What follows belongs to an exercise in optimizing a design on an open flow for small area, a short achievable clock period and few clock cycles per item; a production flow would make more cautious choices. The RTL was checked by simulation tests, not by an equivalence proof against the original design.

`design/flow/config.mk`:
```
export PLATFORM = sky130hd
export DESIGN_NAME = hsl_to_rgb_converter_unit
export DESIGN_NICKNAME = hsl_to_rgb_converter_unit
export VERILOG_FILES = /design/flow/design.v
export SDC_FILE = /design/flow/constraint.sdc
export NUM_CORES = 4
export LEC_CHECK = 0
export CAP_MARGIN = 20
export CORE_MARGIN = 2
export CORE_UTILIZATION = 40
export PLACE_DENSITY = 0.6
export SLEW_MARGIN = 20
```
`design/flow/constraint.sdc`:
```
create_clock -name core_clock -period 7.0 [get_ports {clk}]
set_input_delay 1.4000 -clock core_clock [delete_from_list [all_inputs] [get_ports {clk}]]
set_output_delay 1.4000 -clock core_clock [all_outputs]
set_load 0.01 [all_outputs]
```
`design/flow/design.v`:
```
`timescale 1ns / 1ps
package hslrgb_pkg;
  localparam int FRACTION_BITS = 12;
  localparam int HUE_W  = 15;
  localparam int CH_W   = 13;
  localparam int FRAC_W = 12;    
  localparam logic [HUE_W-1:0] HUE_SECTOR = 15'd3840;
  localparam logic [HUE_W-1:0] HUE_FULL   = 15'd23040;
  localparam int              DIV_SHIFT   = 8;
  localparam int              DIV_ODD     = 15;
  localparam int              RECIP_W     = 21;
  localparam int              RECIP_SHIFT = 24;
  localparam logic [RECIP_W-1:0] RECIP    = 21'd1118481;   
  typedef enum logic [2:0] {
    SECT_0 = 3'd0,
    SECT_1 = 3'd1,
    SECT_2 = 3'd2,
    SECT_3 = 3'd3,
    SECT_4 = 3'd4,
    SECT_5 = 3'd5
  } sector_t;
  typedef struct packed {
    logic [HUE_W-1:0] hue;
    logic [CH_W-1:0]  saturation;
    logic [CH_W-1:0]  lightness;
  } hsl_t;
  typedef struct packed {
    logic [CH_W-1:0] red;
    logic [CH_W-1:0] green;
    logic [CH_W-1:0] blue;
  } rgb_t;
endpackage
`timescale 1ns / 1ps
module hslrgb_div #(
  parameter int FRACTION_BITS = hslrgb_pkg::FRACTION_BITS
) (
  input  logic                                     clk,
  input  logic                                     en,
  input  logic [FRACTION_BITS+hslrgb_pkg::FRAC_W:0] prod_i,
  output logic [FRACTION_BITS:0]                   quot_o
);
  localparam int VW = FRACTION_BITS + 1;
  localparam int QW = VW + hslrgb_pkg::FRAC_W - hslrgb_pkg::DIV_SHIFT;
  localparam int MW = QW + hslrgb_pkg::RECIP_W;
  localparam int EW = QW + 4;
  logic [QW-1:0] q;
  logic [MW-1:0] mul;
  logic [QW-1:0] q_r, q_nxt;
  logic [QW-1:0] est_r, est_nxt;
  logic [EW-1:0] est15;
  logic [EW-1:0] rem;
  logic          fix;
  logic [VW-1:0] quot_r, quot_nxt;
  always_comb begin
    q       = QW'(prod_i >> hslrgb_pkg::DIV_SHIFT);
    mul     = MW'(q) * MW'(hslrgb_pkg::RECIP);
    q_nxt   = q;
    est_nxt = QW'(mul >> hslrgb_pkg::RECIP_SHIFT);
  end
  always_comb begin
    est15    = EW'(est_r) * EW'(hslrgb_pkg::DIV_ODD);
    rem      = EW'(q_r) - est15;
    fix      = (rem >= EW'(hslrgb_pkg::DIV_ODD));
    quot_nxt = VW'(est_r + QW'(fix));
  end
  always_ff @(posedge clk) begin
    if (en) begin
      q_r    <= q_nxt;
      est_r  <= est_nxt;
      quot_r <= quot_nxt;
    end
  end
  assign quot_o = quot_r;
endmodule
`timescale 1ns / 1ps
module hsl_to_rgb_converter_unit #(
  parameter int FRACTION_BITS = hslrgb_pkg::FRACTION_BITS
) (
  input  logic             clk,
  input  logic             rst_n,
  input  logic             in_valid,
  output logic             in_stall,
  input  hslrgb_pkg::hsl_t in_data,
  output logic             out_valid,
  input  logic             out_stall,
  output hslrgb_pkg::rgb_t out_data
);
  localparam int VW = FRACTION_BITS + 1;    
  localparam int CW = (VW > hslrgb_pkg::CH_W) ? VW : hslrgb_pkg::CH_W;
  localparam int PW = VW + hslrgb_pkg::FRAC_W;
  localparam int HW = hslrgb_pkg::HUE_W;
  localparam int FW = hslrgb_pkg::FRAC_W;
  localparam logic [CW-1:0] ONE_C = CW'(1) << FRACTION_BITS;
  localparam logic [VW:0]   ONE_T = (VW + 1)'(1) << FRACTION_BITS;
  localparam logic [VW-1:0] ONE_V = VW'(1) << FRACTION_BITS;
  logic       en;
  logic [5:0] vld_r, vld_nxt;
  assign en       = !(vld_r[5] && out_stall);
  assign in_stall = !en;
  always_comb begin
    vld_nxt = {vld_r[4:0], in_valid};
  end
  always_ff @(posedge clk) begin
    if (!rst_n) begin
      vld_r <= '0;
    end else if (en) begin
      vld_r <= vld_nxt;
    end
  end
  logic [HW-1:0]       hue_s;
  logic [CW-1:0]       sat_e, lig_e;
  logic [VW-1:0]       sat_s, lig_s;
  logic [VW:0]         two_l, l_dev;
  hslrgb_pkg::sector_t sect;
  logic [HW-1:0]       s1_hue_r, s1_hue_nxt;
  hslrgb_pkg::sector_t s1_sector_r, s1_sector_nxt;
  logic [VW-1:0]       s1_sat_r, s1_sat_nxt;
  logic [VW-1:0]       s1_lig_r, s1_lig_nxt;
  logic [VW-1:0]       s1_omt_r, s1_omt_nxt;
  always_comb begin
    hue_s = (in_data.hue > hslrgb_pkg::HUE_FULL) ? hslrgb_pkg::HUE_FULL : in_data.hue;
    sat_e = CW'(in_data.saturation);
    lig_e = CW'(in_data.lightness);
    sat_s = VW'((sat_e > ONE_C) ? ONE_C : sat_e);
    lig_s = VW'((lig_e > ONE_C) ? ONE_C : lig_e);
    two_l = {lig_s, 1'b0};
    l_dev = (two_l >= ONE_T) ? (two_l - ONE_T) : (ONE_T - two_l);
    if (hue_s >= HW'(5 * hslrgb_pkg::HUE_SECTOR)) begin
      sect = hslrgb_pkg::SECT_5;
    end else if (hue_s >= HW'(4 * hslrgb_pkg::HUE_SECTOR)) begin
      sect = hslrgb_pkg::SECT_4;
    end else if (hue_s >= HW'(3 * hslrgb_pkg::HUE_SECTOR)) begin
      sect = hslrgb_pkg::SECT_3;
    end else if (hue_s >= HW'(2 * hslrgb_pkg::HUE_SECTOR)) begin
      sect = hslrgb_pkg::SECT_2;
    end else if (hue_s >= hslrgb_pkg::HUE_SECTOR) begin
      sect = hslrgb_pkg::SECT_1;
    end else begin
      sect = hslrgb_pkg::SECT_0;
    end
    s1_hue_nxt    = hue_s;
    s1_sector_nxt = sect;
    s1_sat_nxt    = sat_s;
    s1_lig_nxt    = lig_s;
    s1_omt_nxt    = VW'(ONE_T - l_dev);
  end
  logic [2*VW-1:0]     cprod;
  logic [HW-1:0]       base;
  logic [FW-1:0]       frac;
  logic [VW-1:0]       s2_c_r, s2_c_nxt;
  logic [FW-1:0]       s2_k_r, s2_k_nxt;
  hslrgb_pkg::sector_t s2_sector_r;
  logic [VW-1:0]       s2_lig_r;
  always_comb begin
    cprod = (2 * VW)'(s1_omt_r) * (2 * VW)'(s1_sat_r);
    unique case (s1_sector_r)
      hslrgb_pkg::SECT_0: base = '0;
      hslrgb_pkg::SECT_1: base = hslrgb_pkg::HUE_SECTOR;
      hslrgb_pkg::SECT_2: base = HW'(2 * hslrgb_pkg::HUE_SECTOR);
      hslrgb_pkg::SECT_3: base = HW'(3 * hslrgb_pkg::HUE_SECTOR);
      hslrgb_pkg::SECT_4: base = HW'(4 * hslrgb_pkg::HUE_SECTOR);
      hslrgb_pkg::SECT_5: base = HW'(5 * hslrgb_pkg::HUE_SECTOR);
      default:            base = '0;
    endcase
    frac     = FW'(s1_hue_r - base);
    s2_c_nxt = VW'(cprod >> FRACTION_BITS);
    case (s1_sector_r)
      hslrgb_pkg::SECT_1, hslrgb_pkg::SECT_3, hslrgb_pkg::SECT_5:
        s2_k_nxt = FW'(hslrgb_pkg::HUE_SECTOR) - frac;
      default:
        s2_k_nxt = frac;
    endcase
  end
  logic [VW-1:0]       c_half;
  logic [PW-1:0]       s3_prod_r, s3_prod_nxt;
  logic [VW-1:0]       s3_m_r, s3_m_nxt;
  logic [VW-1:0]       s3_c_r;
  hslrgb_pkg::sector_t s3_sector_r;
  always_comb begin
    c_half      = s2_c_r >> 1;
    s3_prod_nxt = PW'(s2_c_r) * PW'(s2_k_r);
    s3_m_nxt    = (s2_lig_r >= c_half) ? (s2_lig_r - c_half) : '0;
  end
  logic [VW-1:0] s5_x;
  hslrgb_div #(
    .FRACTION_BITS(FRACTION_BITS)
  ) u_div (
    .clk    (clk),
    .en     (en),
    .prod_i (s3_prod_r),
    .quot_o (s5_x)
  );
  logic [VW-1:0]       s4_c_r, s4_m_r, s5_c_r, s5_m_r;
  hslrgb_pkg::sector_t s4_sector_r, s5_sector_r;
  logic [VW-1:0]    r_v, g_v, b_v;
  logic [VW:0]      r_sum, g_sum, b_sum;
  hslrgb_pkg::rgb_t out_r, out_nxt;
  always_comb begin
    r_v = '0;
    g_v = '0;
    b_v = '0;
    unique case (s5_sector_r)
      hslrgb_pkg::SECT_0: begin r_v = s5_c_r; g_v = s5_x;   end
      hslrgb_pkg::SECT_1: begin r_v = s5_x;   g_v = s5_c_r; end
      hslrgb_pkg::SECT_2: begin g_v = s5_c_r; b_v = s5_x;   end
      hslrgb_pkg::SECT_3: begin g_v = s5_x;   b_v = s5_c_r; end
      hslrgb_pkg::SECT_4: begin r_v = s5_x;   b_v = s5_c_r; end
      default:            begin r_v = s5_c_r; b_v = s5_x;   end
    endcase
    r_sum = (VW + 1)'(r_v) + (VW + 1)'(s5_m_r);
    g_sum = (VW + 1)'(g_v) + (VW + 1)'(s5_m_r);
    b_sum = (VW + 1)'(b_v) + (VW + 1)'(s5_m_r);
    out_nxt.red   = hslrgb_pkg::CH_W'((r_sum > ONE_T) ? ONE_V : VW'(r_sum));
    out_nxt.green = hslrgb_pkg::CH_W'((g_sum > ONE_T) ? ONE_V : VW'(g_sum));
    out_nxt.blue  = hslrgb_pkg::CH_W'((b_sum > ONE_T) ? ONE_V : VW'(b_sum));
  end
  always_ff @(posedge clk) begin
    if (en) begin
      s1_hue_r    <= s1_hue_nxt;
      s1_sector_r <= s1_sector_nxt;
      s1_sat_r    <= s1_sat_nxt;
      s1_lig_r    <= s1_lig_nxt;
      s1_omt_r    <= s1_omt_nxt;
      s2_c_r      <= s2_c_nxt;
      s2_k_r      <= s2_k_nxt;
      s2_sector_r <= s1_sector_r;
      s2_lig_r    <= s1_lig_r;
      s3_prod_r   <= s3_prod_nxt;
      s3_m_r      <= s3_m_nxt;
      s3_c_r      <= s2_c_r;
      s3_sector_r <= s2_sector_r;
      s4_c_r      <= s3_c_r;
      s4_m_r      <= s3_m_r;
      s4_sector_r <= s3_sector_r;
      s5_c_r      <= s4_c_r;
      s5_m_r      <= s4_m_r;
      s5_sector_r <= s4_sector_r;
      out_r       <= out_nxt;
    end
  end
  assign out_valid = vld_r[5];
  assign out_data  = out_r;
endmodule
```
`design/flow/run.sh`:
```
#!/bin/bash
# synth_recipe.tcl (not shown) runs the flow's synth.tcl, then flattens the netlist and writes it again
# the make line also repeats each setting of config.mk as NAME=value (left out here)
make -C /OpenROAD-flow-scripts/flow DESIGN_CONFIG=/design/flow/config.mk WORK_HOME=/design/flow/orfs CLKGATE_MAP_FILE= SYNTH_SCRIPT=/design/flow/synth_recipe.tcl finish
```
==> reports/metrics.cfg <==
[routing]
vias=18800
via_per_inst=5.19
post_drt_wl_per_cell_um=16.3
dr.pass1.iters=5
ant_nets=0
finalWirelength_um=59100
drt_iter0_drc=943
drc=0

[synthesis]
ys_ff_latch=286
yosysSeqAreaShare_pct=31.2
synth_cells=2669
ys_async_sr_fraction_pct=0
synthesis.area_mm2=0.0273
ys_types=69
synth_top_cell_by_area=edfxtp_1
synth_nets=3296
synth_top_area_share_pct=30.7
yosys_warnings=2
synth-main-ff-cell=edfxtp_1
synth-edff-count=280
synth.top_cells.by_area=edfxtp_1, fa_1, ha_1
syn_area_per_cell_um2=10.2

[setup_path]
path_max_fanout=6
crit-reg2reg-launch=u_div.est_r[3]
reg2reg_depth=27
cp_slowest_stage_delay_ns=0.51
critPathRequiredTime_ns=7.29
critPathKind=flop to flop
worst_path_max_delay_cell=fa_1
worst_path_most_repeated_cell=nand4_1
cp-start-kind=flop
cp-startpoint=u_div.est_r[3]
cp.arrival_ns=6.93
end_kind=flop
ff2ff_setup_slack_ns=0.36

[hold_path]
min_from=s1_lig_r[12]
holdPathStages=0
worstHoldPathType=flop to flop

[clock_network]
cts_buffer_depth=3
tritoncts=done
cts_sinks=286
tritoncts.num_buffers=35
root_buffer=clkbuf_16
clk_pin_slew_worst_paths_ns=0.06
cts_htree_levels=2
ctsHoldBuffers=0
insertion_delay_ns=0.56

[floorplanning]
num_io_pins=86
die_area_mm2=0.0705
core.rowCount=95
start_util_pct=40.6
core-area_mm2=0.0674
die_w_um=265
die_h_um=265

[place]
io_buffers=85
dpl-instance-area_mm2=0.0291
hpwl_um=46200
gp_congestion=0.860

[timing]
final_max_slew_viol_count=0
tightest_slew_ns=1.13
min_period_over_period_pct=94.8
fmax_mhz=151
fin_worst_skew_ns=0.0167
relSlewSlack_pct=24.7
layout_min_cycle_time_ns=6.64
setup_tns_ns=0
rsz0062_at_grt=false
report.final.hold_viol_count=0
final-setup-viol-count=0

[grt]
grt_pass1_vias=19500
grt_usage_pct=17.1
grt_first_pass_wirelength_um=97600
gr-total-overflow=0
antenna_found_initial=2
grt_max_degree=169

[cells_and_area]
final_area_mm2=0.0302
antenna_cells=0
fin_util_pct=44.9
finalNetCount=3348
drive_gt1_share_pct=3.28
syn_to_final_growth_pct=10.5

[flow_run]
cap_violations=0

[run_status]
outcome=finished clean

-- metal layers --
layer | GRT usage, % | share of wire, %
met1 | 22.1 | 44
met2 | 29.4 | 49
met3 | 2.89 | 4.5
met4 | 4.81 | 2.3
met5 | 0 | 0
-- cell usage after synthesis, types with 6 or more instances --
cell        n
a211oi_1   19
a21boi_0   10
a21o_1     40
a21oi_1    95
a22o_1     32
a31oi_1    23
and2_1    125
and3_1     10
clkbuf_1   79
dfxtp_1     6
edfxtp_1  280
fa_1      270
ha_1      312
inv_1     389
mux2_2      8
mux2i_1    10
nand2_1   317
nand2b_1   22
nand3_1    29
nand4_1    18
nor2_1    134
nor2b_1    60
nor3_1     36
nor3b_1     8
o21a_1     21
o21ai_0    80
o21bai_1   10
xnor2_1    78
xor2_1     54
-- worst max-delay path: cells and delay by family, from the launching register on --
family / cells / cell delay (ns)
AOI/OAI and AO/OA: 10 / 2.21
xor gates and xnor gates: 2 / 0.21
adders and majority gates: 5 / 1.94
buffers and inverters: 2 / 0.23
DFF: 1 / 0.44
and+or+nand+nor: 8 / 1.33
-- flip-flops by register name, indices dropped and copies added, names as in the netlist, 14 cells and up --
register,cells
s3_prod_r,17
u_div.est_r,14
out_r,39
u_div.q_r,17
-- path summary, 6_finish.rpt --
path | to
max reg2reg | u_div.quot_r[12]
min | s2_lig_r[12]
min reg2reg | s2_lig_r[12]
max | u_div.quot_r[12]
-- placed cells by master, fill, tap and decap left out, types with 32 or more instances in the layout --
cell type,n
clkdlybuf4s50_1,85
xnor2_1,77
nor2b_1,60
a22o_1,32
and2_1,125
ha_1,311
nor3_1,36
xor2_1,53
clkbuf_16,35
nor2_1,134
a21o_1,40
edfxtp_1,280
nand2_1,316
inv_1,389
fa_1,270
o21ai_0,79
a21oi_1,94
-- per-stage QoR --
stage                     hold WS, ns  setup WS [ns]  instances
after floorplan                 0.400         0.0268       2669
after global placement          0.400          0.371       3554
after detailed placement        0.405          0.115       3554
after CTS                       0.395         0.0933       3615
after global routing            0.400         0.0142       3618
final                           0.405          0.361       3618
-- cell type report --
type | count | area, um^2
clock buffer | 43 | 926
clock inverter | 18 | 181
fill | 6229 | 37200
inverter | 389 | 1460
multi-input combinational | 1914 | 17100
sequential | 286 | 8530
tap | 873 | 1090
timing repair buffer | 95 | 938
-- timing repair --
action,in CTS,in global routing
setup buffers,0,3
resized for setup,0,4
endpoints found under the setup margin,0,3
-- cell families (layout without fill, tap and decap cells) --
logic type      after synthesis  after routing  synth area share [%]
mux                          18             18                 0.695
simple gates                795            795                  14.0
xor+xnor                    132            132                  4.23
flops                       286            286                  31.2
compound gates              386            386                  9.40
buf+inv                     469            545                  6.44
fa+ha+maj                   583            583                  34.1
Testbench counts, summed over its fixed seeds: cycles 8,048, items 8,000.

static timing again, ports no longer ideal:
The results above use ideal ports. As a check the final layout listed here was re-extracted and re-timed, cells and wires unchanged.
Step 1, drivers: a clkbuf_16 drives clk and a buf_2 each remaining input, both assumed.
Step 2 also shifts input and output timing later by t, the mid clock arrival at the registers, as if the neighbouring blocks saw the same clock.
a / b / c = no drivers / after step 1 / after step 2; a / b = the first two.
shift t [ns]: 0.607
setup slack, ns: 0.361 / 0.361 / 0.361
worst setup path at the end: register to register
clock arrival spread, ns: 0.018 / 0.017
worst register clock-pin slew, ns: 0.06 / 0.06
After both steps setup and hold are still met in this run. The setup slack of this run moves by 0.000 ns with the drivers and by 0.000 ns with both steps.
